What follows belongs to an exercise in optimizing a design on an open flow for small area; a production flow would make more cautious choices.
The RTL was checked by simulation tests, not by an equivalence proof against the original design.
No activity file was given, so power comes from the tool's default toggle rates.

**design/flow/flow/run.sh**
```bash
#!/bin/bash
# Standard layout, except: the enable net of the frame register gets a one-level buffer tree
# (flow/enable_tree.tcl, run after the placement resize), the clock tree is built without dummy
# loads from clkbuf_8 clusters, and the port buffers use the smallest buffer cell.
set -euo pipefail
here=$(pwd)
bash standard.sh \
  'CTS_ARGS=-sink_clustering_enable -repair_clock_nets -dont_use_dummy_load -buf_list sky130_fd_sc_hd__clkbuf_8 -sink_clustering_size 20 -sink_clustering_max_diameter 80' \
  'BUFFER_PORTS_ARGS=-buffer_cell sky130_fd_sc_hd__buf_1' \
  "POST_RESIZE_TCL=$here/flow/enable_tree.tcl" \
  finish > standard.log 2>&1
```
**design/flow/flow/enable_tree.tcl**
```tcl
# Rebuild the buffer tree on the flip-flop enable net as one level of K buffers, each driving the
# enable pins of one cluster of flip-flops, in place of the deeper tree repair_design builds.
proc et_is_buffer { inst } {
  set m [[$inst getMaster] getName]
  return [regexp {^sky130_fd_sc_hd__(buf|clkbuf)_[0-9]+$} $m]
}
set et_k 16
set et_cell sky130_fd_sc_hd__buf_16
set block [ord::get_db_block]
# The enable pins: DE of every enable flip-flop.
set de_pins {}
foreach inst [$block getInsts] {
  if { [[$inst getMaster] getName] eq "sky130_fd_sc_hd__edfxtp_1" } {
    lappend de_pins [$inst findITerm DE]
  }
}
puts "enable_tree: [llength $de_pins] enable pins"
# Walk back from each enable pin through buffers to the net driven by logic.
set bufs [dict create]
set roots [dict create]
foreach it $de_pins {
  set net [$it getNet]
  while { 1 } {
    set drv ""
    foreach t [$net getITerms] { if { [$t isOutputSignal] } { set drv $t } }
    if { $drv eq "" } { break }
    set di [$drv getInst]
    if { ![et_is_buffer $di] } { break }
    dict set bufs [$di getName] 1
    set net [[$di findITerm A] getNet]
  }
  dict set roots [$net getName] 1
}
puts "enable_tree: roots [dict keys $roots], [dict size $bufs] buffers"
if { [dict size $roots] == 1 && [dict size $bufs] > 0 } {
  remove_buffers {*}[dict keys $bufs]
  set root [lindex [dict keys $roots] 0]
  # Cluster the pins on the root net: sort by y into bands, then each band by x.
  set pts {}
  foreach it $de_pins {
    set inst [$it getInst]
    set bb [$inst getBBox]
    lappend pts [list [expr {([$bb xMin] + [$bb xMax]) / 2}] [expr {([$bb yMin] + [$bb yMax]) / 2}] [$inst getName]]
  }
  set n [llength $pts]
  set nb [expr { int(sqrt($et_k)) }]
  set nx [expr { $et_k / $nb }]
  set pts [lsort -integer -index 1 $pts]
  set per_band [expr { ($n + $nb - 1) / $nb }]
  set idx 0
  for { set b 0 } { $b < $nb } { incr b } {
    set band [lsort -integer -index 0 [lrange $pts [expr {$b * $per_band}] [expr {($b + 1) * $per_band - 1}]]]
    set m [llength $band]
    set per [expr { ($m + $nx - 1) / $nx }]
    for { set c 0 } { $c < $nx } { incr c } {
      set grp [lrange $band [expr {$c * $per}] [expr {($c + 1) * $per - 1}]]
      if { [llength $grp] == 0 } { continue }
      set sx 0; set sy 0; set pins {}
      foreach p $grp {
        set sx [expr {$sx + [lindex $p 0]}]
        set sy [expr {$sy + [lindex $p 1]}]
        lappend pins [get_pins "[lindex $p 2]/DE"]
      }
      set dbu [$block getDbUnitsPerMicron]
      set cx [expr {double($sx) / [llength $grp] / $dbu}]
      set cy [expr {double($sy) / [llength $grp] / $dbu}]
      insert_buffer -buffer_cell $et_cell -net [get_nets $root] -load_pins $pins \
        -location [list $cx $cy] -buffer_name "enbuf_$idx" -net_name "enbuf_net_$idx"
      incr idx
    }
  }
  puts "enable_tree: inserted $idx $et_cell buffers on $root"
  estimate_parasitics -placement
  repair_design -verbose
}
```
**design/flow/standard.sh**
```bash
#!/bin/bash
# synth_recipe.tcl (not shown) runs the flow's synth.tcl, then flattens the netlist and writes it again
# the make line also repeats each setting of config.mk as NAME=value (left out here)
make -C /OpenROAD-flow-scripts/flow DESIGN_CONFIG=/design/flow/config.mk WORK_HOME=/design/flow/orfs CLKGATE_MAP_FILE= SYNTH_SCRIPT=/design/flow/synth_recipe.tcl "${@:-finish}"
```
**design/flow/config.mk**
```make
export PLATFORM = sky130hd
export DESIGN_NAME = featuremap_streamer
export DESIGN_NICKNAME = featuremap_streamer
export VERILOG_FILES = /design/flow/design.v
export SDC_FILE = /design/flow/constraint.sdc
export NUM_CORES = 4
export LEC_CHECK = 0
export CAP_MARGIN = 20
export CORE_MARGIN = 2
export CORE_UTILIZATION = 45
export PLACE_DENSITY = 0.8
export SLEW_MARGIN = 20
```
**design/flow/constraint.sdc**
```tcl
create_clock -name core_clock -period 5.0 [get_ports {clk}]
set_input_delay 1.0000 -clock core_clock [delete_from_list [all_inputs] [get_ports {clk}]]
set_output_delay 1.0000 -clock core_clock [all_outputs]
set_load 0.01 [all_outputs]
```
**design/flow/design.v**
```verilog
module featuremap_streamer #(
  parameter int DATA_WIDTH = 24,
  parameter int IMG_W      = 12,
  parameter int IMG_H      = 12
) (
  input  logic                  clk,
  input  logic                  rst,
  input  logic                  wr_en,
  input  logic [DATA_WIDTH-1:0] wr_data,
  input  logic                  clr,
  input  logic                  start,
  output logic [DATA_WIDTH-1:0] data_out,
  output logic                  valid_out,
  output logic                  done,
  output logic                  busy,
  output logic                  frame_ready,
  output logic                  err
);
  localparam int N = IMG_W * IMG_H;
  localparam int PW = IMG_W + 4;
  localparam int PH = IMG_H + 4;
  localparam int BEATS = PW * PH;
  localparam int CNTW  = $clog2(BEATS) > $clog2(N) ? $clog2(BEATS) : $clog2(N);
  localparam int CW    = $clog2(PW);
  logic [CNTW-1:0]         cnt_q;
  logic                    busy_q;
  logic                    valid_q;
  logic                    frame_ready_q;
  logic                    err_q;
  logic [N*DATA_WIDTH-1:0] sr_q;
  logic                    idle;
  logic                    we;
  logic                    last;
  logic                    lead_end;
  logic                    go;
  logic                    interior;
  logic                    shift;
  logic                    rot;
  logic [DATA_WIDTH-1:0]   tail;
  logic [DATA_WIDTH-1:0]   head;
  assign idle     = !busy_q;
  assign we       = idle && !clr && wr_en && !frame_ready_q;
  assign last     = (cnt_q == CNTW'(BEATS - 1));
  assign lead_end = (cnt_q == {CNTW{1'b1}});
  assign go       = idle && start && frame_ready_q && !clr;
  logic [CNTW-CW-1:0] row;
  logic [CW-1:0]      col;
  assign row      = cnt_q[CNTW-1:CW];
  assign col      = cnt_q[CW-1:0];
  assign interior = (row >= (CNTW-CW)'(2)) && (row < (CNTW-CW)'(IMG_H + 2)) &&
                    (col >= CW'(2)) && (col < CW'(IMG_W + 2));
  assign tail  = sr_q[N*DATA_WIDTH-1 -: DATA_WIDTH];
  assign rot   = valid_q && interior;
  assign head  = data_out | (wr_data & {DATA_WIDTH{idle}});
  assign shift = we || rot;
  always_ff @(posedge clk) begin
    if (shift) sr_q <= {sr_q[(N-1)*DATA_WIDTH-1:0], head};
  end
  always_ff @(posedge clk or posedge rst) begin
    if (rst) begin
      cnt_q         <= '0;
      busy_q        <= 1'b0;
      valid_q       <= 1'b0;
      frame_ready_q <= 1'b0;
      err_q         <= 1'b0;
    end else begin
      if (busy_q) begin
        if (wr_en) err_q <= 1'b1;
        cnt_q <= cnt_q + CNTW'(1);
        if (valid_q) begin
          if (last) begin
            valid_q <= 1'b0;
            busy_q  <= 1'b0;
          end
        end else if (lead_end) begin
          valid_q <= 1'b1;
        end
      end else if (clr) begin
        cnt_q         <= '0;
        frame_ready_q <= 1'b0;
        err_q         <= 1'b0;
      end else begin
        if (wr_en) begin
          if (frame_ready_q) begin
            err_q <= 1'b1;
          end else begin
            cnt_q <= cnt_q + CNTW'(1);
            if (cnt_q == CNTW'(N - 1)) frame_ready_q <= 1'b1;
          end
        end
        if (go) begin
          busy_q <= 1'b1;
          cnt_q  <= {{(CNTW-1){1'b1}}, 1'b0};
        end
      end
    end
  end
  assign data_out    = rot ? tail : '0;
  assign valid_out   = valid_q;
  assign done        = valid_q && last;
  assign busy        = busy_q;
  assign frame_ready = frame_ready_q;
  assign err         = err_q;
endmodule
```
==> flow_summary.ini, run 1 <==
[sta]
fin_crit_ns = 4.297
max-slew-margin-rel_pct = 29.74
tightestPinTransition_ns = 1.054
fin_crit_sh_pct = 85.93
drv_slew = 0
rsz0062_at_grt = false
fin_hold_ws_ns = 0.3449
setup-violations-final = 0
fin_tns_setup_ns = 0
finalClockSkew_ns = 0.1126
hold_viol = 0
fmax_mhz = 232.7

[finish]
instances_no_fill = 6907
multi_input_area_um2 = 798.3
nFillCells = 17180
final_cell_mix = edfxtp_1 (3456), clkbuf_8 (195), buf_1 (57)
nets = 3896
regArea_um2 = 104100
syn2layout_area_growth_pct = 6.816
drive_gt1_share_pct = 5.776
final_common_cell = edfxtp_1

[placed_design]
dp_hpwl_mm = 57.53
dpl.cell_count = 6707
gp_congestion = 0.7327
port_buffers = 57

[worst_setup_path]
crit_path_cell_trace = inv_1 > ha_1 > or4_4 > nand3_2 > nor3_4 > buf_4 > and2_1 > buf_1
path_max_fanout = 28
required_ns = 4.00
max_stage_delay_ns = 0.58
cp_slowest_cell = nor3_4
endpoint_kind = output pin
start_kind = register
r2r_start = cnt_q[0]
cp-startpoint = cnt_q[0]
critPathKind = reg2out
cp.arrival_ns = 3.30

[clock_tree]
clk_latency_ns = 0.95
cts_buffer_depth = 3
post_cts_buffers = 0
cts_max_level = 4
cts_root_buf = clkbuf_8
cts_tree = done
cts.sink_count = 3468
cts_made_buffers = 195
clk_transition_reported_paths_ns = 0.12

[logic_synthesis]
synth_seq_cells = 3468
synth_warnings = 1
yosysUniqueCellTypes = 31
yosysTopAreaCellShare_pct = 98.89
syn-num-nets = 3635
synth_area_per_cell_um2 = 29.14
syn_area_um2 = 104900
netlist_instances = 3602
ys_top_cells_by_area = edfxtp_1 (99%), dfrtp_1 (0.29%), a22o_1 (0.20%)
yosysTopAreaCell = edfxtp_1
ys_seq_area_share_pct = 99.17

[route]
vias = 32850
wl_mm = 122.4
wire_per_inst_um = 17.72
drtIter0Drc = 3390
ant_nets = 0
drc_errors = 0
vias_per_cell = 4.755
dr.pass1.iters = 7

[floorplanning]
core-area_um2 = 232300
num_io_pins = 58
die_y_um = 486.9
start_util_pct = 45.18
die_area_um2 = 237100
die_w_um = 486.9
rows = 177

[grt]
grt_overflow_total = 0
grt_pass1_wl_mm = 181.4
grt_max_degree = 217
antenna_found_initial = 4
track_usage_pct = 9.902
grt_pass1_vias = 30790

[run_status]
outcome = finished clean

[worst_hold_path]
min-delay-start = wr_data[8]
hp-class = in2reg

[power_and_ir_drop]
p_leak_uw = 0.02678
power.density_nw_per_um2 = 526.6
ir_worst_vdd_uv = 634.7

[flow_run]
cap_violations = 0
worst paths after layout:
path                                to  slack [ns]  depth (start not counted)
min reg2reg                 sr_q[1969]        0.34                          0
max in group asynchronous     cnt_q[5]        4.09                          3
min in group asynchronous      valid_q        0.57                          3
min                            sr_q[8]        0.34                          2
max                        data_out[1]        0.70                          8
max reg2reg                  sr_q[339]        1.30                          8
metal layers:
layer	up-vias	GRT usage [%]	wire, µm
met5	-	0	0
met1	17110	15.70	61000
met4	0	3.385	2824
li1	14920	-	-
met3	203	1.888	5676
met2	608	13.79	52880
cells by family after synthesis:
family,count (synthesis),synth area share [%]
AOI/OAI and AO/OA,52,0.3589
muxes,1,0.01073
adders and majority gates,4,0.04769
DFF,3468,99.17
buffers and inverters,19,0.08940
and+or+nand+nor,58,0.3219
Yosys cell counts:
master and instances:
inv_2 1, buf_6 3, nand3_1 5, nand2_1 9, a22o_1 24, nor3_2 1, a31o_2 4, and2_1 24
edfxtp_1 3456, nor3_1 1, a22oi_1 1, nor2_1 6, nand4bb_1 1, and3_1 2, nand2b_1 1, a21oi_1 12
o21bai_1 1, o21ai_0 7, inv_1 6, a31oi_1 1, o22ai_1 1, nand4_1 3, nor4b_1 1, mux2_2 1
ha_1 4, nor2b_1 2, dfrtp_1 12, clkbuf_1 9, or4_4 1, nand3_2 1, a311oi_1 1
flip-flops by register name, indices dropped and copies added (netlist names):
register,flops
busy_q,1
cnt_q,8
sr_q,3456
valid_q,1
err_q,1
frame_ready_q,1
area by class of cell:
| cell class | instances | area share, % |
|---|---|---|
| repair buffers | 76 | 0.6239 |
| diodes | 3 | 0.006697 |
| flip-flops and latches | 3468 | 92.84 |
| clock buffers | 195 | 2.394 |
| well taps | 3043 | 3.396 |
| multi-input cells | 115 | 0.7121 |
| inverters | 7 | 0.02344 |
power by group:
group	switching [µW]	internal (µW)	total, µW
clock network	7290	3510	10800
registers	1310	40400	41700
logic	5880	684	6570
total	14500	44600	59000
worst max-delay path: cells and delay by family (launching register included):
| kind | cells | cell delay [ns] |
|---|---|---|
| simple gates | 4 | 0.99 |
| buf+inv | 3 | 0.72 |
| flops | 1 | 0.42 |
| fa+ha+maj | 1 | 0.15 |
repair_timing:
| item | in CTS | in global routing |
|---|---|---|
| hold endpoints to repair | 12 | 0 |
| gates resized for setup | 0 | 0 |
| hold buffers | 1 | 0 |
per-stage QoR:
| step | instance area [µm²] | utilization, % | setup slack, ns | power (µW) |
|---|---|---|---|---|
| 2_1_floorplan | 105000 | - | -22.29 | 38080 |
| 3_3_place_gp | 110100 | 47.39 | 1.752 | 49100 |
| 3_5_place_dp | 109400 | 47.08 | 1.052 | 49020 |
| 4_1_cts | 112100 | 48.24 | 0.5217 | 59800 |
| 5_1_grt | 112100 | 48.25 | 0.4521 | 61700 |
| 6_report | 112100 | 48.25 | 0.7033 | 59030 |
==> run 2, diff against run 1 <==
--- a/design/flow/config.mk
+++ b/design/flow/config.mk
@@ -9,4 +9,4 @@
 export CORE_MARGIN = 2
 export CORE_UTILIZATION = 45
-export PLACE_DENSITY = 0.8
+export PLACE_DENSITY = 0.6
 export SLEW_MARGIN = 20
==> flow_summary.ini, run 2 <==
[grt]
antenna_found_initial = 3
grt_pass1_vias = 31550
track_usage_pct = 10.11
grt_overflow_total = 0
grt_max_degree = 217
grt_pass1_wl_mm = 188.0

[logic_synthesis]
synth-async-reset-ratio_pct = 0.3460
yosysTopAreaCell = edfxtp_1
ys_seq_area_share_pct = 99.17
yosysTopAreaCellShare_pct = 98.89
yosysUniqueCellTypes = 31
post-synth-top-count-cell = edfxtp_1
synth_common_cells = edfxtp_1 (3456), a22o_1 (24), and2_1 (24), a21oi_1 (12), dfrtp_1 (12)
synth-edff-count = 3456
synth_area_per_cell_um2 = 29.14
syn-num-nets = 3635
synth_seq_cells = 3468
netlist_instances = 3602
syn_area_um2 = 104900
synth_warnings = 1
ys_top_cells_by_area = edfxtp_1 (99%), dfrtp_1 (0.29%), a22o_1 (0.20%)
synth_flop_cell = edfxtp_1

[finish]
final_cell_mix = edfxtp_1 (3456), clkbuf_8 (195), buf_1 (57)
largest_register_ffs = 3456
final_common_cell = edfxtp_1
nets = 3896
regMostFlops = sr_q
syn2layout_area_growth_pct = 6.811
drive_gt1_share_pct = 5.776
utilization_pct = 48.25
instances_no_fill = 6905
top_regs = sr_q (3456), cnt_q (8)

[clock_tree]
post_cts_buffers = 0
cts_max_level = 4
cts_made_buffers = 195
clk_latency_ns = 0.97
clk_transition_reported_paths_ns = 0.12
cts.sink_count = 3468
cts_buffer_depth = 3
cts_tree = done
cts_root_buf = clkbuf_8

[worst_setup_path]
path_max_fanout = 48
cp.arrival_ns = 2.92
r2r_slack_ns = 1.98
start_kind = register
required_ns = 4.00
cp-startpoint = cnt_q[1]
timing.rr.end = sr_q[25]
critPathKind = reg2out
endpoint = data_out[12]
r2r_cells = 7
endpoint_kind = output pin
r2r_start = cnt_q[1]

[route]
wire_per_inst_um = 18.00
dr.pass1.iters = 5
met2_length_mm = 49.83
ant_nets = 0
vias = 33150
drt-met1-wl_mm = 66.39
drc_errors = 0
drtIter0Drc = 3857
vias_per_cell = 4.801
dr_wl_met3_mm = 5.058
wl_mm = 124.3
top_layer = met4

[power_and_ir_drop]
p_seq_share_pct = 70.1
internal_power_uw = 44570
p_sw_uw = 14870
power.density_nw_per_um2 = 530.3
p_leak_uw = 0.02678
power.clock.fraction_pct = 18.7
combPwrFrac_pct = 11.2
ir_worst_vdd_uv = 618.1
sw_frac_of_total_pct = 25.02
p_total_uw = 59450

[floorplanning]
core-area_um2 = 232300
die_y_um = 486.9
die_w_um = 486.9
num_io_pins = 58
start_util_pct = 45.18
die_area_um2 = 237100
rows = 177

[sta]
fin_crit_ns = 3.924
fin_hold_ws_ns = 0.3223
finalClockSkew_ns = 0.1375
max-slew-margin-rel_pct = 28.64
fin_tns_setup_ns = 0
fmax_mhz = 254.9
hold_viol = 0
drv_slew = 0
rsz0062_at_grt = false
fin_crit_sh_pct = 78.48
tightestPinTransition_ns = 1.070
setup-violations-final = 0

[flow_run]
cap_violations = 0

[placed_design]
dp_hpwl_mm = 52.61
gp_congestion = 0.7179
port_buffers = 57
dpl.cell_count = 6708

[worst_hold_path]
hp-class = in2reg

[run_status]
outcome = finished clean
-- run 2: cells by family after synthesis --
kind of cell	Yosys count	share of synthesized area (%)
compound gates	52	0.3589
flops	3468	99.17
mux	1	0.01073
fa+ha+maj	4	0.04769
simple gates	58	0.3219
buf+inv	19	0.08940
-- run 2: layout make-up --
| type | instances | area (µm²) |
|---|---|---|
| timing repair buffer | 76 | 699.4 |
| multi-input combinational | 115 | 798.3 |
| clock buffer | 195 | 2684 |
| tap | 3043 | 3807 |
| inverter | 7 | 26.28 |
| antenna | 1 | 2.502 |
| fill | 17990 | 120200 |
| sequential | 3468 | 104100 |
-- run 2: per-layer routing --
metal  GRT usage [%]  vias up
li1                -    14920
met1           17.07    17560
met2           12.88      461
met3           2.111      216
met4           3.394        0
met5               0        -
-- run 2: through the flow --
| stage | area [µm²] | worst slack [ns] |
|---|---|---|
| global placement | 110100 | 1.728 |
| global route | 112100 | 0.8163 |
| floorplan | 105000 | -22.29 |
| finish | 112100 | 1.076 |
| detailed placement | 109400 | 1.799 |
| CTS | 112100 | 0.8861 |
-- run 2: worst min-delay path by stage --
stage                 end  cells after the start        from  slack (ns)
2_1_floorplan  sr_q[1000]                      0   sr_q[976]        0.40
3_3_place_gp   sr_q[1618]                      0  sr_q[1594]        0.40
3_5_place_dp   sr_q[1032]                      0  sr_q[1008]        0.40
4_1_cts           sr_q[0]                      2  wr_data[0]        0.14
5_1_grt           sr_q[0]                      2  wr_data[0]        0.19
6_report          sr_q[0]                      2  wr_data[0]        0.32
-- run 2: critical path: stages (launching register included) --
cell,delay [ns]
dfrtp_1,0.47
ha_1,0.22
or4_4,0.41
nand3_2,0.11
nor3_4,0.04
buf_4,0.29
and2_1,0.25
buf_1,0.12
-- run 2: power groups by stage --
stage | combinational (µW) | sequential [µW] | clock [µW]
2_1_floorplan | 1270 | 36800 | 0
3_3_place_gp | 7440 | 42000 | 0
3_5_place_dp | 6950 | 42200 | 0
4_1_cts | 6900 | 41700 | 11900
5_1_grt | 7510 | 42100 | 12800
6_report | 6680 | 41700 | 11100
-- run 2: timing repair --
action                    CTS  global route
resized for setup           0             0
hold endpoints to repair   12             0
hold buffers                1             0
==> run 3, diff against run 2 <==
--- a/design/flow/config.mk
+++ b/design/flow/config.mk
@@ -6,4 +6,5 @@
 export NUM_CORES = 4
 export LEC_CHECK = 0
+export ABC_CLOCK_PERIOD_IN_PS = 20000
 export CAP_MARGIN = 20
 export CORE_MARGIN = 2
==> flow_summary.ini, run 3 <==
[worst_setup_path]
start_kind = register
r2r_start = cnt_q[1]
required_ns = 4.00
cp-startpoint = cnt_q[1]
cp.arrival_ns = 2.92
critPathKind = reg2out
endpoint_kind = output pin
path_max_fanout = 48

[finish]
final_cell_mix = edfxtp_1 (3456), clkbuf_8 (195), buf_1 (57)
instances_no_fill = 6905
stdcell_area_um2 = 112100
syn2layout_area_growth_pct = 6.811
final_common_cell = edfxtp_1
top_regs = sr_q (3456), cnt_q (8)
nets = 3896
nFillCells = 17990
drive_gt1_share_pct = 5.776
regMostFlops = sr_q
largest_register_ffs = 3456

[clock_tree]
cts_resized = 0
cts_root_buf = clkbuf_8
cts.sink_count = 3468
clk_latency_ns = 0.97
clk_transition_reported_paths_ns = 0.12
cts_buffer_depth = 3
cts_max_level = 4
cts_tree = done
cts_made_buffers = 195

[grt]
grt_pass1_wl_mm = 188.0
track_usage_pct = 10.11
antenna_found_initial = 3
grt_pass1_vias = 31550
grt_max_degree = 217
grt_overflow_total = 0

[power_and_ir_drop]
p_sw_uw = 14870
p_total_uw = 59450
power.density_nw_per_um2 = 530.3
combPwrFrac_pct = 11.2
internal_power_uw = 44570
p_leak_uw = 0.02678
power.clock.fraction_pct = 18.7
p_seq_share_pct = 70.1
sw_frac_of_total_pct = 25.02
ir_worst_vdd_uv = 618.1

[placed_design]
placed_area_um2 = 109400
gp_congestion = 0.7179
dpl.cell_count = 6708
dp_hpwl_mm = 52.61
port_buffers = 57

[sta]
fin_crit_ns = 3.924
drv_slew = 0
fin_crit_sh_pct = 78.48
max-slew-margin-rel_pct = 28.64
fin_hold_ws_ns = 0.3223
rsz0062_at_grt = false
tightestPinTransition_ns = 1.070
fin_tns_setup_ns = 0
fmax_mhz = 254.9
hold_viol = 0
setup-violations-final = 0
finalClockSkew_ns = 0.1375

[run_status]
outcome = finished clean

[floorplanning]
die_y_um = 486.9
rows = 177
die_w_um = 486.9
num_io_pins = 58
die_area_um2 = 237100
start_util_pct = 45.18
core-area_um2 = 232300

[logic_synthesis]
ys_top_cells_by_area = edfxtp_1 (99%), dfrtp_1 (0.29%), a22o_1 (0.20%)
synth_warnings = 1
yosysTopAreaCell = edfxtp_1
yosysTopAreaCellShare_pct = 98.89
synth-async-reset-ratio_pct = 0.3460
synth_area_per_cell_um2 = 29.14
syn-num-nets = 3635
ys_seq_area_share_pct = 99.17
yosysUniqueCellTypes = 31
synth_flop_cell = edfxtp_1
synth_common_cells = edfxtp_1 (3456), a22o_1 (24), and2_1 (24), a21oi_1 (12), dfrtp_1 (12)
synth_seq_cells = 3468
synth-edff-count = 3456
post-synth-top-count-cell = edfxtp_1
netlist_instances = 3602
syn_area_um2 = 104900

[route]
vias_per_cell = 4.801
ant_nets = 0
wire_per_inst_um = 18.00
vias = 33150
dr.pass1.iters = 5
drtIter0Drc = 3857
wl_mm = 124.3
drc_errors = 0

[worst_hold_path]
hp-class = in2reg
min-delay-start = wr_data[0]

[flow_run]
cap_violations = 0
==> run 3: area by class of cell <==
class | instances | area, µm² | share of cell area [%]
diodes | 1 | 2.502 | 0.002232
clock buffers | 195 | 2684 | 2.394
multi-input cells | 115 | 798.3 | 0.7121
flip-flops and latches | 3468 | 104100 | 92.85
inverters | 7 | 26.28 | 0.02344
well taps | 3043 | 3807 | 3.396
repair buffers | 76 | 699.4 | 0.6239
==> run 3: worst paths after layout <==
kind                                     end  slack, ns  cells after the start
worst max-delay path            data_out[12]       1.08                      7
worst min-delay path                 sr_q[0]       0.32                      2
worst max register to register      sr_q[25]       1.98                      7
worst min register to register    sr_q[2589]       0.34                      0
max in group asynchronous           cnt_q[3]       4.06                      3
min in group asynchronous              err_q       0.58                      3
==> run 3: timing repair <==
action,4_1_cts,5_1_grt
hold buffers,1,0
hold endpoints to repair,12,0
setup buffers,0,0
==> run 3: metrics by stage <==
step | util, % | worst slack, ns
global placement | 47.39 | 1.728
finish | 48.25 | 1.076
detailed placement | 47.09 | 1.799
floorplan | - | -22.29
CTS | 48.25 | 0.8861
global route | 48.25 | 0.8163
==> run 3: cells by family (layout without fill, tap and decap cells) <==
logic type	after synthesis	after routing	share of synthesized area, %
multiplexers	1	1	0.01073
adder cells (fa/ha/maj)	4	4	0.04769
other	0	1	0
AO/OA/AOI/OAI	52	52	0.3589
AND/OR/NAND/NOR	58	58	0.3219
buffers and inverters	19	278	0.08940
flip-flops	3468	3468	99.17
==> run 3: routing by layer <==
layer	part of all wire [%]	vias to the layer above	track usage, %
met5	0	-	0
met4	2.4	0	3.394
met3	4.1	216	2.111
met1	53	17560	17.07
met2	40	461	12.88
li1	-	14920	-
==> run 3: power by group through the flow <==
stage,combinational (µW),sequential [µW],clock [µW]
after floorplan,1270,36800,0
after global placement,7440,42000,0
after detailed placement,6950,42200,0
after CTS,6900,41700,11900
after global routing,7510,42100,12800
final,6680,41700,11100
==> run 3: worst max-delay path, stage by stage (launching register included) <==
cell,delay [ns]
dfrtp_1,0.47
ha_1,0.22
or4_4,0.41
nand3_2,0.11
nor3_4,0.04
buf_4,0.29
and2_1,0.25
buf_1,0.12
==> run 4, diff against run 3 <==
--- a/design/flow/flow/enable_tree.tcl
+++ b/design/flow/flow/enable_tree.tcl
@@ -6,5 +6,5 @@
 }
 set et_k 16
-set et_cell sky130_fd_sc_hd__buf_16
+set et_cell sky130_fd_sc_hd__buf_12
 set block [ord::get_db_block]
 # The enable pins: DE of every enable flip-flop.
--- a/design/flow/config.mk
+++ b/design/flow/config.mk
@@ -6,5 +6,4 @@
 export NUM_CORES = 4
 export LEC_CHECK = 0
-export ABC_CLOCK_PERIOD_IN_PS = 20000
 export CAP_MARGIN = 20
 export CORE_MARGIN = 2
==> flow_summary.ini, run 4 <==
[sta]
tightestPinTransition_ns = 1.144
fin_tns_setup_ns = 0
finalClockSkew_ns = 0.09259
final.setup.worst_slack_ns = 1.078
max-slew-margin-rel_pct = 23.76
drv_slew = 0
rsz0062_at_grt = false
setup-violations-final = 0
fin_crit_ns = 3.922
hold_viol = 0
fin_crit_sh_pct = 78.45
fmax_mhz = 254.9

[floorplanning]
die_w_um = 486.9
die_y_um = 486.9
rows = 177
core-area_um2 = 232300
num_io_pins = 58
die_area_um2 = 237100
start_util_pct = 45.18

[logic_synthesis]
synth_common_cells = edfxtp_1 (3456), a22o_1 (24), and2_1 (24), a21oi_1 (12), dfrtp_1 (12)
synth_flop_cell = edfxtp_1
synth_area_per_cell_um2 = 29.14
synth_warnings = 1
yosysTopAreaCellShare_pct = 98.89
netlist_instances = 3602
synth-edff-count = 3456
post-synth-top-count-cell = edfxtp_1
ys_top_cells_by_area = edfxtp_1 (99%), dfrtp_1 (0.29%), a22o_1 (0.20%)
synth_seq_cells = 3468
syn_area_um2 = 104900
ys_seq_area_share_pct = 99.17
yosysUniqueCellTypes = 31
yosysTopAreaCell = edfxtp_1
syn-num-nets = 3635
synth-async-reset-ratio_pct = 0.3460

[grt]
track_usage_pct = 10.11
grt_pass1_vias = 31600
grt_overflow_total = 0
grt_pass1_wl_mm = 188.2
antenna_found_initial = 2
grt_max_degree = 217

[clock_tree]
clk_latency_ns = 0.95
cts_max_level = 4
cts_buffer_depth = 3
clk_transition_reported_paths_ns = 0.12
cts.sink_count = 3468
cts_tree = done
post_cts_buffers = 0
cts_resized = 0
cts_made_buffers = 193
cts_root_buf = clkbuf_8

[placed_design]
dp_slack_ns = 1.256
dp_hpwl_mm = 52.73
gp_congestion = 0.7179
dpl.cell_count = 6707
port_buffers = 57

[finish]
instances_no_fill = 6907
utilization_pct = 48.24
drive_gt1_share_pct = 5.824
final_common_cell = edfxtp_1
final_cell_mix = edfxtp_1 (3456), clkbuf_8 (193), buf_1 (57)
regMostFlops = sr_q
top_regs = sr_q (3456), cnt_q (8)
syn2layout_area_growth_pct = 6.775
nets = 3898
largest_register_ffs = 3456

[route]
drc_errors = 0
drt-met1-wl_mm = 66.61
wire_per_inst_um = 17.98
wl_mm = 124.2
vias_per_cell = 4.793
ant_nets = 0
dr.pass1.iters = 4
top_layer = met4
met2_length_mm = 50.17
drtIter0Drc = 4059
dr_wl_met3_mm = 4.386
vias = 33110

[worst_setup_path]
endpoint_kind = output pin
cp.arrival_ns = 2.92
start_kind = register
required_ns = 4.00
critPathKind = reg2out
cp-startpoint = cnt_q[0]
path_max_fanout = 48
r2r_start = cnt_q[0]

[worst_hold_path]
hp-class = in2reg
min-delay-start = wr_data[21]

[power_and_ir_drop]
p_leak_uw = 0.02676
ir_worst_vdd_uv = 571.7
power.density_nw_per_um2 = 529.5

[flow_run]
cap_violations = 0

[run_status]
outcome = finished clean
==> run 4: kinds of logic (layout without fill, tap and decap cells) <==
kind of cell | Yosys count | count (layout) | synth area share [%]
compound gates | 52 | 52 | 0.3589
flops | 3468 | 3468 | 99.17
mux | 1 | 1 | 0.01073
simple gates | 58 | 58 | 0.3219
other cells | 0 | 1 | 0
fa+ha+maj | 4 | 4 | 0.04769
buf+inv | 19 | 280 | 0.08940
==> run 4: final cells by class <==
type / count / area, µm²
clock buffer: 193 / 2656
tap: 3043 / 3807
antenna: 1 / 2.502
multi-input combinational: 115 / 798.3
sequential: 3468 / 104100
fill: 17950 / 120300
timing repair buffer: 80 / 689.4
inverter: 7 / 26.28
==> run 4: stage by stage <==
step / total power (µW) / hold slack, ns / cell area (µm²)
3_3_place_gp: 49420 / 0.4002 / 110100
5_1_grt: 62270 / 0.2152 / 112100
4_1_cts: 60280 / 0.1626 / 111900
6_report: 59340 / 0.3340 / 112100
2_1_floorplan: 38080 / 0.4003 / 105000
3_5_place_dp: 48970 / 0.4045 / 109300
==> run 4: final timing paths <==
| path | to | slack, ns | cells past startpoint |
|---|---|---|---|
| max in group asynchronous | cnt_q[5] | 4.11 | 3 |
| min reg2reg | sr_q[2240] | 0.35 | 0 |
| min | sr_q[21] | 0.33 | 2 |
| min in group asynchronous | err_q | 0.57 | 3 |
| max | data_out[12] | 1.08 | 8 |
| max reg2reg | sr_q[2517] | 1.75 | 9 |
==> run 4: worst max-delay path, cell delays in order, from the launching register on <==
cell and delay [ns]:
dfrtp_1 0.40, inv_1 0.09, ha_1 0.21, or4_4 0.41, nand3_2 0.11, nor3_4 0.04, buf_4 0.28, and2_1 0.25
buf_1 0.12
==> run 4: power breakdown <==
group / internal (µW) / switching (µW)
combinational: 676 / 5990
sequential: 40300 / 1280
clock: 3480 / 7580
total: 44500 / 14800
==> run 4: per-layer routing <==
layer	global-route usage [%]	vias up
li1	-	14920
met1	17.04	17590
met2	12.95	391
met3	2.040	208
met4	3.394	0
met5	0	-
==> run 4: timing repair <==
action | in CTS | in global routing
hold endpoints to repair | 12 | 0
setup endpoints to repair | 0 | 0
hold buffers | 1 | 0
==> run 5, diff against run 4 <==
--- a/design/flow/flow/enable_tree.tcl
+++ b/design/flow/flow/enable_tree.tcl
@@ -5,5 +5,5 @@
   return [regexp {^sky130_fd_sc_hd__(buf|clkbuf)_[0-9]+$} $m]
 }
-set et_k 16
+set et_k 20
 set et_cell sky130_fd_sc_hd__buf_12
 set block [ord::get_db_block]
==> flow_summary.ini, run 5 <==
[finish]
largest_register_ffs = 3456
top_regs = sr_q (3456), cnt_q (8)
nets = 3900
syn2layout_area_growth_pct = 6.772
regMostFlops = sr_q
drive_gt1_share_pct = 5.873
final_cell_mix = edfxtp_1 (3456), clkbuf_8 (195), buf_1 (57)
nFillCells = 17990
final_common_cell = edfxtp_1

[worst_hold_path]
min-delay-start = sr_q[542]
hold_end = sr_q[566]
holdPathStages = 0
hp-class = reg2reg

[placed_design]
dp_hpwl_mm = 53.61
port_buffers = 57
dp_slack_ns = 1.287
gp_congestion = 0.7179

[power_and_ir_drop]
power.density_nw_per_um2 = 529.3
p_total_uw = 59310
p_leak_uw = 0.02676
ir_worst_vdd_uv = 495.9

[sta]
fmax_mhz = 257.2
fin_tns_setup_ns = 0
final.setup.worst_slack_ns = 1.111
drv_slew = 0
fin_crit_sh_pct = 77.77
rsz0062_at_grt = false
hold_viol = 0
finalClockSkew_ns = 0.1211
tightestPinTransition_ns = 0.9733
setup-violations-final = 0
fin_crit_ns = 3.889
max-slew-margin-rel_pct = 35.11

[floorplanning]
start_util_pct = 45.18
rows = 177
die_y_um = 486.9
num_io_pins = 58
core-area_um2 = 232300
die_w_um = 486.9
die_area_um2 = 237100

[grt]
antenna_found_initial = 3
grt_pass1_wl_mm = 189.0
track_usage_pct = 10.15
grt_pass1_vias = 31650
grt_overflow_total = 0
grt_max_degree = 174

[worst_setup_path]
crit_family = simple AND/OR/NAND/NOR gates
critPathKind = reg2out
cp_slowest_cell = dfrtp_1
endpoint_kind = output pin
r2r_start = cnt_q[0]
required_ns = 4.00
cp.arrival_ns = 2.89
max_stage_delay_ns = 0.47
start_kind = register
timing.rr.end = sr_q[3218]
cp-startpoint = cnt_q[1]
r2r_cells = 8
r2r_slack_ns = 1.81
crit_path_cell_trace = ha_1 > or4_4 > nand3_2 > nor3_4 > buf_4 > and2_1 > buf_1
cp_num_buf_inv = 2
path_max_fanout = 48

[logic_synthesis]
synth_common_cells = edfxtp_1 (3456), a22o_1 (24), and2_1 (24), a21oi_1 (12), dfrtp_1 (12)
post-synth-top-count-cell = edfxtp_1
syn-num-nets = 3635
synth_seq_cells = 3468
yosysTopAreaCellShare_pct = 98.89
ys_top_cells_by_area = edfxtp_1 (99%), dfrtp_1 (0.29%), a22o_1 (0.20%)
synth-edff-count = 3456
yosysUniqueCellTypes = 31
synth_warnings = 1
synth_area_per_cell_um2 = 29.14
syn_area_um2 = 104900
yosysTopAreaCell = edfxtp_1
ys_seq_area_share_pct = 99.17
synth_flop_cell = edfxtp_1
netlist_instances = 3602
synth-async-reset-ratio_pct = 0.3460

[run_status]
outcome = finished clean

[clock_tree]
clk_latency_ns = 0.96
cts_tree = done
cts_made_buffers = 195
cts.sink_count = 3468
cts_resized = 0
cts_max_level = 4
cts_hold_buf = 1
cts_root_buf = clkbuf_8
post_cts_buffers = 0
clk_transition_reported_paths_ns = 0.11
cts_buffer_depth = 3

[route]
wl_mm = 124.8
vias_per_cell = 4.819
dr.pass1.iters = 5
ant_nets = 0
drtIter0Drc = 3923
vias = 33300
drc_errors = 0
wire_per_inst_um = 18.07

[flow_run]
cap_violations = 0
-- run 5: cell count changes in the layout (fill, tap and decap cells not counted), sizes merged --
cell    delta
clkbuf     +2
-- run 5: worst max path at each step --
stage | endpoint | slack (ns) | cells after the start
after detailed placement | sr_q[1423] | 1.29 | 4
after global placement | sr_q[1115] | 1.73 | 4
after floorplan | sr_q[0] | -22.29 | 2
final | data_out[2] | 1.11 | 7
after CTS | data_out[2] | 0.94 | 7
after global routing | data_out[11] | 0.89 | 8
-- run 5: area by class of cell --
class	instances	area [µm²]	area share [%]
Clock buffer	195	2684	2.395
Timing Repair Buffer	80	659.4	0.5884
Antenna cell	1	2.502	0.002233
Multi-Input combinational cell	115	798.3	0.7124
Tap cell	3043	3807	3.398
Inverter	7	26.28	0.02345
Sequential cell	3468	104100	92.88
-- run 5: cells by family (layout without fill, tap and decap cells) --
kind of cell / count (synthesis) / in the layout / synth area share (%)
adder cells (fa/ha/maj): 4 / 4 / 0.04769
multiplexers: 1 / 1 / 0.01073
buffers and inverters: 19 / 282 / 0.08940
other: 0 / 1 / 0
flip-flops: 3468 / 3468 / 99.17
AO/OA/AOI/OAI: 52 / 52 / 0.3589
AND/OR/NAND/NOR: 58 / 58 / 0.3219
-- run 5: metal layers --
metal / vias up / routed length [µm] / track usage (%)
met5: - / 0 / 0
met4: 0 / 2816 / 3.227
li1: 14930 / - / -
met3: 201 / 4898 / 2.162
met1: 17720 / 66060 / 16.98
met2: 446 / 51030 / 13.14
-- run 5: report_power, final --
group          total [µW]  internal [µW]  leakage, µW  switching, µW
sequential          41600          40300       0.0247           1270
clock               11100           3510      0.00140           7580
combinational        6650            648     0.000647           6000
total               59300          44500       0.0268          14900
-- run 5: through the flow --
stage	util (%)	area [µm²]	hold slack [ns]	cells
detailed placement	47.06	109300	0.4045	6711
finish	48.24	112100	0.3244	6909
global route	48.24	112100	0.2039	6909
floorplan	-	105000	0.4003	3602
CTS	48.22	112000	0.1561	6907
global placement	47.39	110100	0.4002	6779
==> run 6, diff against run 5 <==
--- a/design/flow/flow/enable_tree.tcl
+++ b/design/flow/flow/enable_tree.tcl
@@ -5,6 +5,6 @@
   return [regexp {^sky130_fd_sc_hd__(buf|clkbuf)_[0-9]+$} $m]
 }
-set et_k 20
-set et_cell sky130_fd_sc_hd__buf_12
+set et_k 25
+set et_cell sky130_fd_sc_hd__buf_8
 set block [ord::get_db_block]
 # The enable pins: DE of every enable flip-flop.
==> flow_summary.ini, run 6 <==
[worst_setup_path]
timing.rr.end = sr_q[3230]
r2r_slack_ns = 1.85
required_ns = 4.00
endpoint_kind = output pin
start_kind = register
cp.arrival_ns = 2.90
critPathKind = reg2out
r2r_start = cnt_q[0]
path_max_fanout = 48
r2r_cells = 8

[logic_synthesis]
ys_seq_area_share_pct = 99.17
ys_top_cells_by_area = edfxtp_1 (99%), dfrtp_1 (0.29%), a22o_1 (0.20%)
netlist_instances = 3602
synth-edff-count = 3456
synth-async-reset-ratio_pct = 0.3460
yosysUniqueCellTypes = 31
post-synth-top-count-cell = edfxtp_1
synth_common_cells = edfxtp_1 (3456), a22o_1 (24), and2_1 (24), a21oi_1 (12), dfrtp_1 (12)
syn_area_um2 = 104900
yosysTopAreaCellShare_pct = 98.89
synth_seq_cells = 3468
synth_warnings = 1
synth_flop_cell = edfxtp_1
synth_area_per_cell_um2 = 29.14
syn-num-nets = 3635
yosysTopAreaCell = edfxtp_1

[sta]
final.setup.worst_slack_ns = 1.103
rsz0062_at_grt = false
setup-violations-final = 0
fmax_mhz = 256.6
drv_slew = 0
max-slew-margin-rel_pct = 30.82
fin_crit_sh_pct = 77.95
finalClockSkew_ns = 0.09722
tightestPinTransition_ns = 1.038
hold_viol = 0
fin_crit_ns = 3.897
fin_tns_setup_ns = 0

[route]
drc_errors = 0
drtIter0Drc = 3738
dr.pass1.iters = 7
vias = 33220
wire_per_inst_um = 18.03
ant_nets = 0
vias_per_cell = 4.804
wl_mm = 124.7

[run_status]
outcome = finished clean

[power_and_ir_drop]
p_leak_uw = 0.02677
ir_worst_vdd_uv = 465.5
p_sw_uw = 14870
combPwrFrac_pct = 11.1
internal_power_uw = 44430
sw_frac_of_total_pct = 25.08
p_seq_share_pct = 70.2
power.clock.fraction_pct = 18.7
power.density_nw_per_um2 = 529.3

[floorplanning]
start_util_pct = 45.18
die_y_um = 486.9
core-area_um2 = 232300
num_io_pins = 58
die_area_um2 = 237100
die_w_um = 486.9
rows = 177

[grt]
track_usage_pct = 10.15
grt_overflow_total = 0
grt_pass1_wl_mm = 188.6
antenna_found_initial = 3
grt_max_degree = 140
grt_pass1_vias = 31510

[clock_tree]
cts_buffer_depth = 3
cts_made_buffers = 195
cts.sink_count = 3468
cts_tree = done
clk_latency_ns = 0.95
cts_root_buf = clkbuf_8
clk_transition_reported_paths_ns = 0.11
post_cts_buffers = 0
cts_max_level = 4
cts_resized = 0

[flow_run]
cap_violations = 0

[placed_design]
dp_slack_ns = 1.604
dp_hpwl_mm = 54.39
gp_congestion = 0.7179
port_buffers = 57

[finish]
regMostFlops = sr_q
largest_register_ffs = 3456
final_cell_mix = edfxtp_1 (3456), clkbuf_8 (195), buf_1 (57)
final_common_cell = edfxtp_1
nets = 3905
syn2layout_area_growth_pct = 6.751
top_regs = sr_q (3456), cnt_q (8)
drive_gt1_share_pct = 5.995

[worst_hold_path]
hp-class = reg2reg
hold_end = sr_q[3385]
min-delay-start = sr_q[3361]
holdPathStages = 0
run 6: cell counts after synthesis:
No cell type changed its count.
run 6: worst max-delay path, cell delays in order, from the launching register on:
cell and delay (ns):
dfrtp_1 0.39, inv_1 0.09, ha_1 0.21, or4_4 0.41, nand3_2 0.11, nor3_4 0.04, buf_4 0.29, and2_1 0.26
buf_1 0.12
run 6: worst max-delay path by stage:
stage / start / end / slack (ns) / cells after the start
2_1_floorplan: clr / sr_q[0] / -22.29 / 2
3_3_place_gp: clr / sr_q[1115] / 1.73 / 4
3_5_place_dp: clr / sr_q[1471] / 1.60 / 5
4_1_cts: cnt_q[0] / data_out[3] / 0.95 / 8
5_1_grt: cnt_q[0] / data_out[2] / 0.86 / 8
6_report: cnt_q[0] / data_out[3] / 1.10 / 8
run 6: layout make-up:
| cell class | count | area, µm² |
|---|---|---|
| sequential | 3468 | 104100 |
| fill | 17970 | 120300 |
| tap | 3043 | 3807 |
| timing repair buffer | 85 | 634.4 |
| inverter | 7 | 26.28 |
| clock buffer | 195 | 2684 |
| multi-input combinational | 115 | 798.3 |
| antenna | 2 | 5.005 |
run 6: kinds of logic (layout without fill, tap and decap cells):
kind of cell	count (synthesis)	count (layout)	share of synthesized area (%)
adder cells (fa/ha/maj)	4	4	0.04769
flip-flops	3468	3468	99.17
AND/OR/NAND/NOR	58	58	0.3219
buffers and inverters	19	287	0.08940
multiplexers	1	1	0.01073
other	0	2	0
AO/OA/AOI/OAI	52	52	0.3589
run 6: per-layer routing:
metal | GRT usage, % | wire length (µm) | vias up
met5 | 0 | 0 | -
met4 | 3.385 | 3172 | 0
met3 | 2.010 | 4517 | 218
met2 | 13.09 | 50660 | 429
met1 | 17.06 | 66310 | 17640
li1 | - | - | 14930
run 6: what timing repair did:
item | in CTS | in global routing
hold buffers | 1 | 0
setup endpoints to repair | 0 | 0
hold endpoints to repair | 12 | 0
run 6: power groups by stage:
stage          registers, µW  logic [µW]  clock network, µW
2_1_floorplan          36800        1270                  0
3_3_place_gp           42000        7440                  0
3_5_place_dp           42100        6890                  0
4_1_cts                41700        6830              11900
5_1_grt                42000        7430              12800
6_report               41600        6590              11100
run 6: through the flow:
step | hold WS [ns] | instance area, µm² | instances | utilization (%) | power, µW
floorplan | 0.4003 | 105000 | 3602 | - | 38080
global placement | 0.4002 | 110100 | 6779 | 47.39 | 49420
detailed placement | 0.4045 | 109300 | 6717 | 47.06 | 49030
CTS | 0.1561 | 112000 | 6913 | 48.22 | 60370
global route | 0.2041 | 112000 | 6915 | 48.23 | 62230
finish | 0.3313 | 112000 | 6915 | 48.23 | 59300
==> run 7, diff against run 6 <==
--- a/design/flow/flow/run.sh
+++ b/design/flow/flow/run.sh
@@ -6,5 +6,5 @@
 here=$(pwd)
 bash standard.sh \
-  'CTS_ARGS=-sink_clustering_enable -repair_clock_nets -dont_use_dummy_load -buf_list sky130_fd_sc_hd__clkbuf_8 -sink_clustering_size 20 -sink_clustering_max_diameter 80' \
+  'CTS_ARGS=-sink_clustering_enable -repair_clock_nets -dont_use_dummy_load -buf_list sky130_fd_sc_hd__clkbuf_8 -sink_clustering_size 21 -sink_clustering_max_diameter 80' \
   'BUFFER_PORTS_ARGS=-buffer_cell sky130_fd_sc_hd__buf_1' \
   "POST_RESIZE_TCL=$here/flow/enable_tree.tcl" \
--- a/design/flow/flow/enable_tree.tcl
+++ b/design/flow/flow/enable_tree.tcl
@@ -5,6 +5,6 @@
   return [regexp {^sky130_fd_sc_hd__(buf|clkbuf)_[0-9]+$} $m]
 }
-set et_k 25
-set et_cell sky130_fd_sc_hd__buf_8
+set et_k 20
+set et_cell sky130_fd_sc_hd__buf_12
 set block [ord::get_db_block]
 # The enable pins: DE of every enable flip-flop.
==> flow_summary.ini, run 7 <==
[logic_synthesis]
ys_top_cells_by_area = edfxtp_1 (99%), dfrtp_1 (0.29%), a22o_1 (0.20%)
synth-async-reset-ratio_pct = 0.3460
synth_warnings = 1
syn-num-nets = 3635
yosysUniqueCellTypes = 31
synth_area_per_cell_um2 = 29.14
synth_common_cells = edfxtp_1 (3456), a22o_1 (24), and2_1 (24), a21oi_1 (12), dfrtp_1 (12)
post-synth-top-count-cell = edfxtp_1
netlist_instances = 3602
synth_seq_cells = 3468
synth_flop_cell = edfxtp_1
ys_seq_area_share_pct = 99.17
synth-edff-count = 3456
yosysTopAreaCellShare_pct = 98.89
yosysTopAreaCell = edfxtp_1
syn_area_um2 = 104900

[placed_design]
gp_congestion = 0.7179
placed_area_um2 = 109300
port_buffers = 57
dp_hpwl_mm = 53.61
dp_slack_ns = 1.287

[worst_setup_path]
r2r_slack_ns = 1.82
endpoint_kind = output pin
path_max_fanout = 48
required_ns = 4.00
start_kind = register
cp_slowest_cell = or4_4
crit_path_cell_trace = inv_1 > ha_1 > or4_4 > nand3_2 > nor3_4 > buf_4 > and2_1 > buf_1
cp.arrival_ns = 2.90
critPathKind = reg2out
max_stage_delay_ns = 0.41

[power_and_ir_drop]
combPwrFrac_pct = 11.3
p_sw_uw = 14830
power.clock.fraction_pct = 18.5
power.density_nw_per_um2 = 528.3
p_seq_share_pct = 70.2
sw_frac_of_total_pct = 25.06
p_leak_uw = 0.02671
internal_power_uw = 44330
ir_worst_vdd_uv = 514.7

[sta]
fin_crit_ns = 3.903
fin_tns_setup_ns = 0
rsz0062_at_grt = false
tightestPinTransition_ns = 0.9001
finalClockSkew_ns = 0.1107
fin_crit_sh_pct = 78.05
final.setup.worst_slack_ns = 1.097
hold_viol = 0
max-slew-margin-rel_pct = 40.00
fmax_mhz = 256.2
setup-violations-final = 0
fin_hold_ws_ns = 0.3116
drv_slew = 0

[floorplanning]
rows = 177
die_w_um = 486.9
num_io_pins = 58
die_y_um = 486.9
start_util_pct = 45.18
die_area_um2 = 237100
core-area_um2 = 232300

[grt]
grt_pass1_wl_mm = 188.8
grt_overflow_total = 0
track_usage_pct = 10.15
grt_pass1_vias = 31590
antenna_found_initial = 3
grt_max_degree = 174

[flow_run]
cap_violations = 0

[finish]
final_cell_mix = edfxtp_1 (3456), clkbuf_8 (188), buf_1 (57)
regMostFlops = sr_q
top_regs = sr_q (3456), cnt_q (8)
final_common_cell = edfxtp_1
syn2layout_area_growth_pct = 6.681
stdcell_area_um2 = 112000
nets = 3893
largest_register_ffs = 3456
drive_gt1_share_pct = 5.702

[clock_tree]
cts_tree = done
cts_max_level = 4
cts_buffer_depth = 3
cts_root_buf = clkbuf_8
cts_made_buffers = 188
cts.sink_count = 3468
clk_transition_reported_paths_ns = 0.11
clk_latency_ns = 0.95

[route]
vias_per_cell = 4.815
drtIter0Drc = 4105
wl_mm = 124.6
drc_errors = 0
dr.pass1.iters = 7
vias = 33230
ant_nets = 0
wire_per_inst_um = 18.05

[worst_hold_path]
hp-class = reg2reg

[run_status]
outcome = finished clean
[run 7: cell counts after synthesis]
Identical to the previous run, type by type.
[run 7: path summary, 6_finish.rpt]
check	from	end	depth (start not counted)
max	cnt_q[0]	data_out[2]	8
min	sr_q[542]	sr_q[566]	0
max reg2reg	cnt_q[0]	sr_q[3073]	8
min reg2reg	sr_q[542]	sr_q[566]	0
max in group asynchronous	rst	cnt_q[3]	3
min in group asynchronous	rst	cnt_q[4]	3
[run 7: per-layer routing]
metal	wire length, µm	track usage, %	vias up	share of wire [%]
met1	66300	16.98	17710	53
met3	4858	2.165	204	3.9
met4	2889	3.223	0	2.3
li1	-	-	14920	-
met2	50520	13.13	400	41
met5	0	0	-	0
[run 7: area by class of cell]
| cell class | instances | area (µm²) |
|---|---|---|
| fill | 17960 | 120400 |
| antenna | 1 | 2.502 |
| sequential | 3468 | 104100 |
| tap | 3043 | 3807 |
| multi-input combinational | 115 | 798.3 |
| clock buffer | 188 | 2587 |
| timing repair buffer | 80 | 659.4 |
| inverter | 7 | 26.28 |
[run 7: stage by stage]
step	power [µW]	std cells	util, %
finish	59150	6902	48.19
global placement	49420	6779	47.39
floorplan	38080	3602	-
detailed placement	48990	6711	47.06
global route	62090	6902	48.19
CTS	60180	6900	48.18
[run 7: cell families after synthesis]
family | share of synthesized area [%]
buf+inv | 0.08940
simple gates | 0.3219
mux | 0.01073
flops | 99.17
fa+ha+maj | 0.04769
compound gates | 0.3589
[run 7: power groups by stage]
stage | Combinational (µW) | Sequential [µW] | Clock, µW
2_1_floorplan | 1270 | 36800 | 0
3_3_place_gp | 7440 | 42000 | 0
3_5_place_dp | 6900 | 42100 | 0
4_1_cts | 6830 | 41600 | 11700
5_1_grt | 7470 | 42000 | 12600
6_report | 6660 | 41600 | 10900
[run 7: what timing repair did]
item                                   CTS  global route
hold buffers                             1             0
buffers inserted                         0             0
gates resized for setup                  0             0
endpoints found under the hold margin   12             0
[run 7: critical path, delay by kind of cell, from the launching register on]
kind	cells	cell delay, ns
adders and majority gates	1	0.21
buffers and inverters	3	0.50
and+or+nand+nor	4	0.81
DFF	1	0.39
==> run 8, diff against run 7 <==
--- a/design/flow/flow/run.sh
+++ b/design/flow/flow/run.sh
@@ -6,5 +6,5 @@
 here=$(pwd)
 bash standard.sh \
-  'CTS_ARGS=-sink_clustering_enable -repair_clock_nets -dont_use_dummy_load -buf_list sky130_fd_sc_hd__clkbuf_8 -sink_clustering_size 21 -sink_clustering_max_diameter 80' \
+  'CTS_ARGS=-sink_clustering_enable -repair_clock_nets -dont_use_dummy_load -buf_list sky130_fd_sc_hd__clkbuf_8 -sink_clustering_size 21 -sink_clustering_max_diameter 70' \
   'BUFFER_PORTS_ARGS=-buffer_cell sky130_fd_sc_hd__buf_1' \
   "POST_RESIZE_TCL=$here/flow/enable_tree.tcl" \
==> flow_summary.ini, run 8 <==
[floorplanning]
die_y_um = 486.9
rows = 177
start_util_pct = 45.18
num_io_pins = 58
die_w_um = 486.9
die_area_um2 = 237100
core-area_um2 = 232300

[clock_tree]
clk_latency_ns = 0.96
post_cts_buffers = 0
cts.sink_count = 3468
cts_buffer_depth = 3
cts_root_buf = clkbuf_8
cts_max_level = 4
cts_resized = 0
clk_transition_reported_paths_ns = 0.11
cts_tree = done
cts_made_buffers = 192

[route]
wire_per_inst_um = 18.05
ant_nets = 0
dr.pass1.iters = 7
vias_per_cell = 4.814
wl_mm = 124.7
drtIter0Drc = 4044
vias = 33250
drc_errors = 0

[sta]
hold_viol = 0
fmax_mhz = 261.5
fin_crit_ns = 3.824
finalClockSkew_ns = 0.1355
fin_tns_setup_ns = 0
setup-violations-final = 0
drv_slew = 0
tightestPinTransition_ns = 0.9093
max-slew-margin-rel_pct = 39.38
fin_crit_sh_pct = 76.49
rsz0062_at_grt = false

[grt]
track_usage_pct = 10.16
antenna_found_initial = 3
grt_pass1_vias = 31640
grt_pass1_wl_mm = 188.8
grt_overflow_total = 0
grt_max_degree = 174

[worst_hold_path]
hold_end = sr_q[566]
min-delay-start = sr_q[542]
hp-class = reg2reg
holdPathStages = 0

[finish]
stdcell_area_um2 = 112000
nFillCells = 17970
multi_input_area_um2 = 798.3
syn2layout_area_growth_pct = 6.733
final_cell_mix = edfxtp_1 (3456), clkbuf_8 (192), buf_1 (57)
regMostFlops = sr_q
nets = 3897
top_regs = sr_q (3456), cnt_q (8)
final_common_cell = edfxtp_1
drive_gt1_share_pct = 5.800
regArea_um2 = 104100
largest_register_ffs = 3456

[power_and_ir_drop]
p_total_uw = 59230
combPwrFrac_pct = 11.2
power.clock.fraction_pct = 18.6
power.density_nw_per_um2 = 528.8
internal_power_uw = 44400
ir_worst_vdd_uv = 487.5
p_leak_uw = 0.02674
p_sw_uw = 14830
p_seq_share_pct = 70.2
sw_frac_of_total_pct = 25.04

[worst_setup_path]
cp-startpoint = cnt_q[0]
required_ns = 4.00
critPathKind = reg2out
cp_num_buf_inv = 3
cp_slowest_cell = or4_4
cp.arrival_ns = 2.82
r2r_slack_ns = 1.90
crit_family = simple AND/OR/NAND/NOR gates
r2r_start = cnt_q[0]
r2r_cells = 8
start_kind = register
crit_path_cell_trace = inv_1 > ha_1 > or4_4 > nand3_2 > nor3_4 > buf_4 > and2_1 > buf_1
timing.rr.end = sr_q[3014]
endpoint_kind = output pin
max_stage_delay_ns = 0.41
path_max_fanout = 48

[logic_synthesis]
synth_seq_cells = 3468
syn_area_um2 = 104900
syn-num-nets = 3635
synth_flop_cell = edfxtp_1
synth_common_cells = edfxtp_1 (3456), a22o_1 (24), and2_1 (24), a21oi_1 (12), dfrtp_1 (12)
synth-edff-count = 3456
ys_top_cells_by_area = edfxtp_1 (99%), dfrtp_1 (0.29%), a22o_1 (0.20%)
netlist_instances = 3602
yosysTopAreaCell = edfxtp_1
synth_warnings = 1
synth_area_per_cell_um2 = 29.14
yosysTopAreaCellShare_pct = 98.89
yosysUniqueCellTypes = 31
post-synth-top-count-cell = edfxtp_1
ys_seq_area_share_pct = 99.17
synth-async-reset-ratio_pct = 0.3460

[placed_design]
dp_hpwl_mm = 53.61
gp_congestion = 0.7179
port_buffers = 57
placed_area_um2 = 109300

[run_status]
outcome = finished clean

[flow_run]
cap_violations = 0
## run 8: cell counts after synthesis
No cell type changed its count.
## run 8: worst max path at each step
stage | slack [ns] | end | cells past startpoint
global route | 0.94 | data_out[11] | 8
global placement | 1.73 | sr_q[1115] | 4
finish | 1.18 | data_out[2] | 8
CTS | 0.99 | data_out[2] | 6
floorplan | -22.29 | sr_q[0] | 2
detailed placement | 1.29 | sr_q[1423] | 4
## run 8: cells by family (layout without fill, tap and decap cells)
kind of cell | Yosys count | count (layout) | share of synthesized area, %
flops | 3468 | 3468 | 99.17
fa+ha+maj | 4 | 4 | 0.04769
mux | 1 | 1 | 0.01073
compound gates | 52 | 52 | 0.3589
buf+inv | 19 | 279 | 0.08940
simple gates | 58 | 58 | 0.3219
other cells | 0 | 1 | 0
## run 8: per-stage QoR
step | hold slack, ns | instances | setup WS (ns) | util (%)
floorplan | 0.4003 | 3602 | -22.29 | -
global placement | 0.4002 | 6779 | 1.728 | 47.39
detailed placement | 0.4045 | 6711 | 1.287 | 47.06
CTS | 0.1406 | 6904 | 0.9944 | 48.20
global route | 0.2114 | 6906 | 0.9396 | 48.22
finish | 0.2865 | 6906 | 1.176 | 48.22
## run 8: metal layers
metal,GRT usage (%),share of wire (%),vias to the layer above
li1,-,-,14910
met1,16.98,53,17700
met2,13.20,41,432
met3,2.024,3.7,209
met4,3.367,2.5,0
met5,0,0,-
## run 8: repair_timing
item                                    CTS  global route
hold endpoints to repair                 12             0
endpoints found under the setup margin    0             0
hold buffers                              1             0
## run 8: layout make-up
| class | instances | share of cell area [%] |
|---|---|---|
| inverters | 7 | 0.02346 |
| well taps | 3043 | 3.399 |
| diodes | 1 | 0.002234 |
| multi-input cells | 115 | 0.7126 |
| repair buffers | 80 | 0.5886 |
| clock buffers | 192 | 2.359 |
| flip-flops and latches | 3468 | 92.92 |
## run 8: worst reg2reg max path, stage by stage (launching register included)
cell	delay, ns
dfrtp_1	0.40
inv_1	0.11
ha_1	0.17
or4_4	0.12
nand3_2	0.09
nor3_4	0.15
a31o_4	0.48
buf_16	0.35
buf_12	0.71
## run 8: power by group through the flow
stage,sequential (µW),clock (µW),combinational (µW)
after floorplan,36800,0,1270
after global placement,42000,0,7440
after detailed placement,42100,0,6900
after CTS,41600,11800,6830
after global routing,42000,12700,7470
final,41600,11000,6640
==> run 9, diff against run 8 <==
--- a/design/flow/flow/run.sh
+++ b/design/flow/flow/run.sh
@@ -6,5 +6,5 @@
 here=$(pwd)
 bash standard.sh \
-  'CTS_ARGS=-sink_clustering_enable -repair_clock_nets -dont_use_dummy_load -buf_list sky130_fd_sc_hd__clkbuf_8 -sink_clustering_size 21 -sink_clustering_max_diameter 70' \
+  'CTS_ARGS=-sink_clustering_enable -repair_clock_nets -dont_use_dummy_load -buf_list {sky130_fd_sc_hd__clkbuf_4 sky130_fd_sc_hd__clkbuf_8} -root_buf sky130_fd_sc_hd__clkbuf_8 -tree_buf sky130_fd_sc_hd__clkbuf_8 -sink_clustering_buffer sky130_fd_sc_hd__clkbuf_4 -sink_clustering_size 11 -sink_clustering_max_diameter 50' \
   'BUFFER_PORTS_ARGS=-buffer_cell sky130_fd_sc_hd__buf_1' \
   "POST_RESIZE_TCL=$here/flow/enable_tree.tcl" \
==> flow_summary.ini, run 9 <==
[worst_setup_path]
endpoint_kind = output pin
r2r_cells = 8
start_kind = register
required_ns = 4.00
r2r_start = cnt_q[0]
cp.arrival_ns = 2.93
path_max_fanout = 48
critPathKind = reg2out
cp-startpoint = cnt_q[0]

[logic_synthesis]
yosysUniqueCellTypes = 31
ys_seq_area_share_pct = 99.17
synth_common_cells = edfxtp_1 (3456), a22o_1 (24), and2_1 (24), a21oi_1 (12), dfrtp_1 (12)
synth_warnings = 1
syn-num-nets = 3635
yosysTopAreaCell = edfxtp_1
yosysTopAreaCellShare_pct = 98.89
synth-edff-count = 3456
ys_top_cells_by_area = edfxtp_1 (99%), dfrtp_1 (0.29%), a22o_1 (0.20%)
synth_area_per_cell_um2 = 29.14
syn_area_um2 = 104900
post-synth-top-count-cell = edfxtp_1
synth_seq_cells = 3468
synth_flop_cell = edfxtp_1
netlist_instances = 3602
synth-async-reset-ratio_pct = 0.3460

[sta]
hold_viol = 0
drv_slew = 0
fin_tns_setup_ns = 0
fin_crit_ns = 3.934
setup-violations-final = 0
max-slew-margin-rel_pct = 39.24
tightestPinTransition_ns = 0.9113
fin_crit_sh_pct = 78.69
rsz0062_at_grt = false
finalClockSkew_ns = 0.09615
fmax_mhz = 254.2

[clock_tree]
clk_latency_ns = 1.01
cts_tree = done
cts_root_buf = clkbuf_8
cts_resized = 0
cts_max_level = 5
cts_buffer_depth = 4
clk_transition_reported_paths_ns = 0.11
cts_made_buffers = 379
cts.sink_count = 3468

[flow_run]
cap_violations = 0

[power_and_ir_drop]
p_leak_uw = 0.02723
power.density_nw_per_um2 = 535.1
p_total_uw = 60220
ir_worst_vdd_uv = 509.0

[route]
wire_per_inst_um = 18.04
vias = 34260
vias_per_cell = 4.827
drc_errors = 0
drtIter0Drc = 3604
ant_nets = 0
wl_mm = 128.0
dr.pass1.iters = 5

[run_status]
outcome = finished clean

[finish]
nFillCells = 18100
multi_input_area_um2 = 798.3
final_cell_mix = edfxtp_1 (3456), clkbuf_4 (330), buf_1 (57)
final_common_cell = edfxtp_1
instances_no_fill = 7096
drive_gt1_share_pct = 10.15
stdcell_area_um2 = 112500
largest_register_ffs = 3456
nets = 4084
syn2layout_area_growth_pct = 7.226
top_regs = sr_q (3456), cnt_q (8)
regArea_um2 = 104100
regMostFlops = sr_q

[worst_hold_path]
hp-class = in2reg
holdPathStages = 2
min-delay-start = wr_data[21]

[placed_design]
gp_congestion = 0.7179
dpl.cell_count = 6711
dp_hpwl_mm = 53.61
port_buffers = 57
placed_area_um2 = 109300

[grt]
grt_max_degree = 174
antenna_found_initial = 4
track_usage_pct = 10.52
grt_pass1_wl_mm = 195.7
grt_overflow_total = 0
grt_pass1_vias = 33340

[floorplanning]
start_util_pct = 45.18
die_w_um = 486.9
die_area_um2 = 237100
core-area_um2 = 232300
num_io_pins = 58
rows = 177
die_y_um = 486.9
## run 9: cell counts after synthesis
Identical to the previous run, type by type.
## run 9: path summary, 6_finish.rpt
path | endpoint | slack, ns
worst min-delay path | sr_q[21] | 0.29
worst max-delay path | data_out[2] | 1.07
max in group asynchronous | cnt_q[3] | 4.12
min in group asynchronous | cnt_q[4] | 0.52
worst min register to register | sr_q[122] | 0.35
worst max register to register | sr_q[3194] | 1.89
## run 9: metrics by stage
stage | util, % | hold WS (ns) | setup slack (ns)
after floorplan | - | 0.4003 | -22.29
after global placement | 47.39 | 0.4002 | 1.728
after detailed placement | 47.06 | 0.4045 | 1.287
after CTS | 48.42 | 0.1400 | 0.8994
after global routing | 48.44 | 0.1696 | 0.8235
final | 48.44 | 0.2903 | 1.066
## run 9: repair_timing
item,in CTS,in global routing
endpoints found under the hold margin,12,0
setup buffers,0,0
hold buffers,1,0
## run 9: cells by family after synthesis
| group | count (synthesis) | share of synthesized area [%] |
|---|---|---|
| AO/OA/AOI/OAI | 52 | 0.3589 |
| adder cells (fa/ha/maj) | 4 | 0.04769 |
| AND/OR/NAND/NOR | 58 | 0.3219 |
| multiplexers | 1 | 0.01073 |
| flip-flops | 3468 | 99.17 |
| buffers and inverters | 19 | 0.08940 |
## run 9: power by group
group	switching, µW	leakage (µW)	internal [µW]	total (µW)
registers	1270	0.0247	40300	41600
logic	5990	0.000647	648	6640
clock network	8060	0.00187	3960	12000
## run 9: cell type report
type / count / area share [%]
multi-input cells: 115 / 0.7094
well taps: 3043 / 3.383
inverters: 7 / 0.02335
repair buffers: 80 / 0.5859
flip-flops and latches: 3468 / 92.49
clock buffers: 379 / 2.801
diodes: 4 / 0.008895
## run 9: critical path, stage by stage (launching register included)
cell and delay [ns]:
dfrtp_1 0.38, inv_1 0.09, ha_1 0.21, or4_4 0.41, nand3_2 0.11, nor3_4 0.04, buf_4 0.29, and2_1 0.25
buf_1 0.12
## run 9: metal layers
layer	wire length (µm)	global-route usage (%)	share of wire, %
met1	66470	17.18	52
met2	51050	13.25	40
met3	5896	2.463	4.6
met4	4572	4.717	3.6
met5	0	0	0

-- port drivers added, routing unchanged --
In the flow no input, the clock included, has a driving cell. The finished layouts below were timed again as built, in two steps. Step 1 sets driving cells, clkbuf_16 on the clock port and buf_2 on the other inputs (assumed; they add their load-dependent delay and slew). Step 2, shift: input delay + t, output delay - t, t = (earliest + latest rising clock arrival at the registers) / 2. This alone moves slack from input paths to output paths. Slacks: no drivers / after step 1 / after step 2; pairs: no drivers / after step 1.
run | shift t [ns] | slack for setup (ns) | latest minus earliest clock arrival (ns)
run 1 | 0.973 | 0.703 / 0.624 / 1.297 | 0.122 / 0.122
run 2 | 0.995 | 1.076 / 0.998 / 1.693 | 0.166 / 0.166
run 3 | 0.995 | 1.076 / 0.998 / 1.693 | 0.166 / 0.166
run 4 | 1.014 | 1.078 / 0.999 / 1.458 | 0.147 / 0.147
run 5 | 0.980 | 1.111 / 1.036 / 1.532 | 0.142 / 0.142
run 6 | 0.992 | 1.103 / 1.024 / 1.527 | 0.122 / 0.122
run 7 | 0.979 | 1.097 / 1.019 / 1.558 | 0.126 / 0.126
run 8 | 0.972 | 1.176 / 1.098 / 1.559 | 0.164 / 0.165
run 9 | 1.046 | 1.066 / 0.987 / 1.591 | 0.106 / 0.105
After both steps every run listed still meets setup and hold.
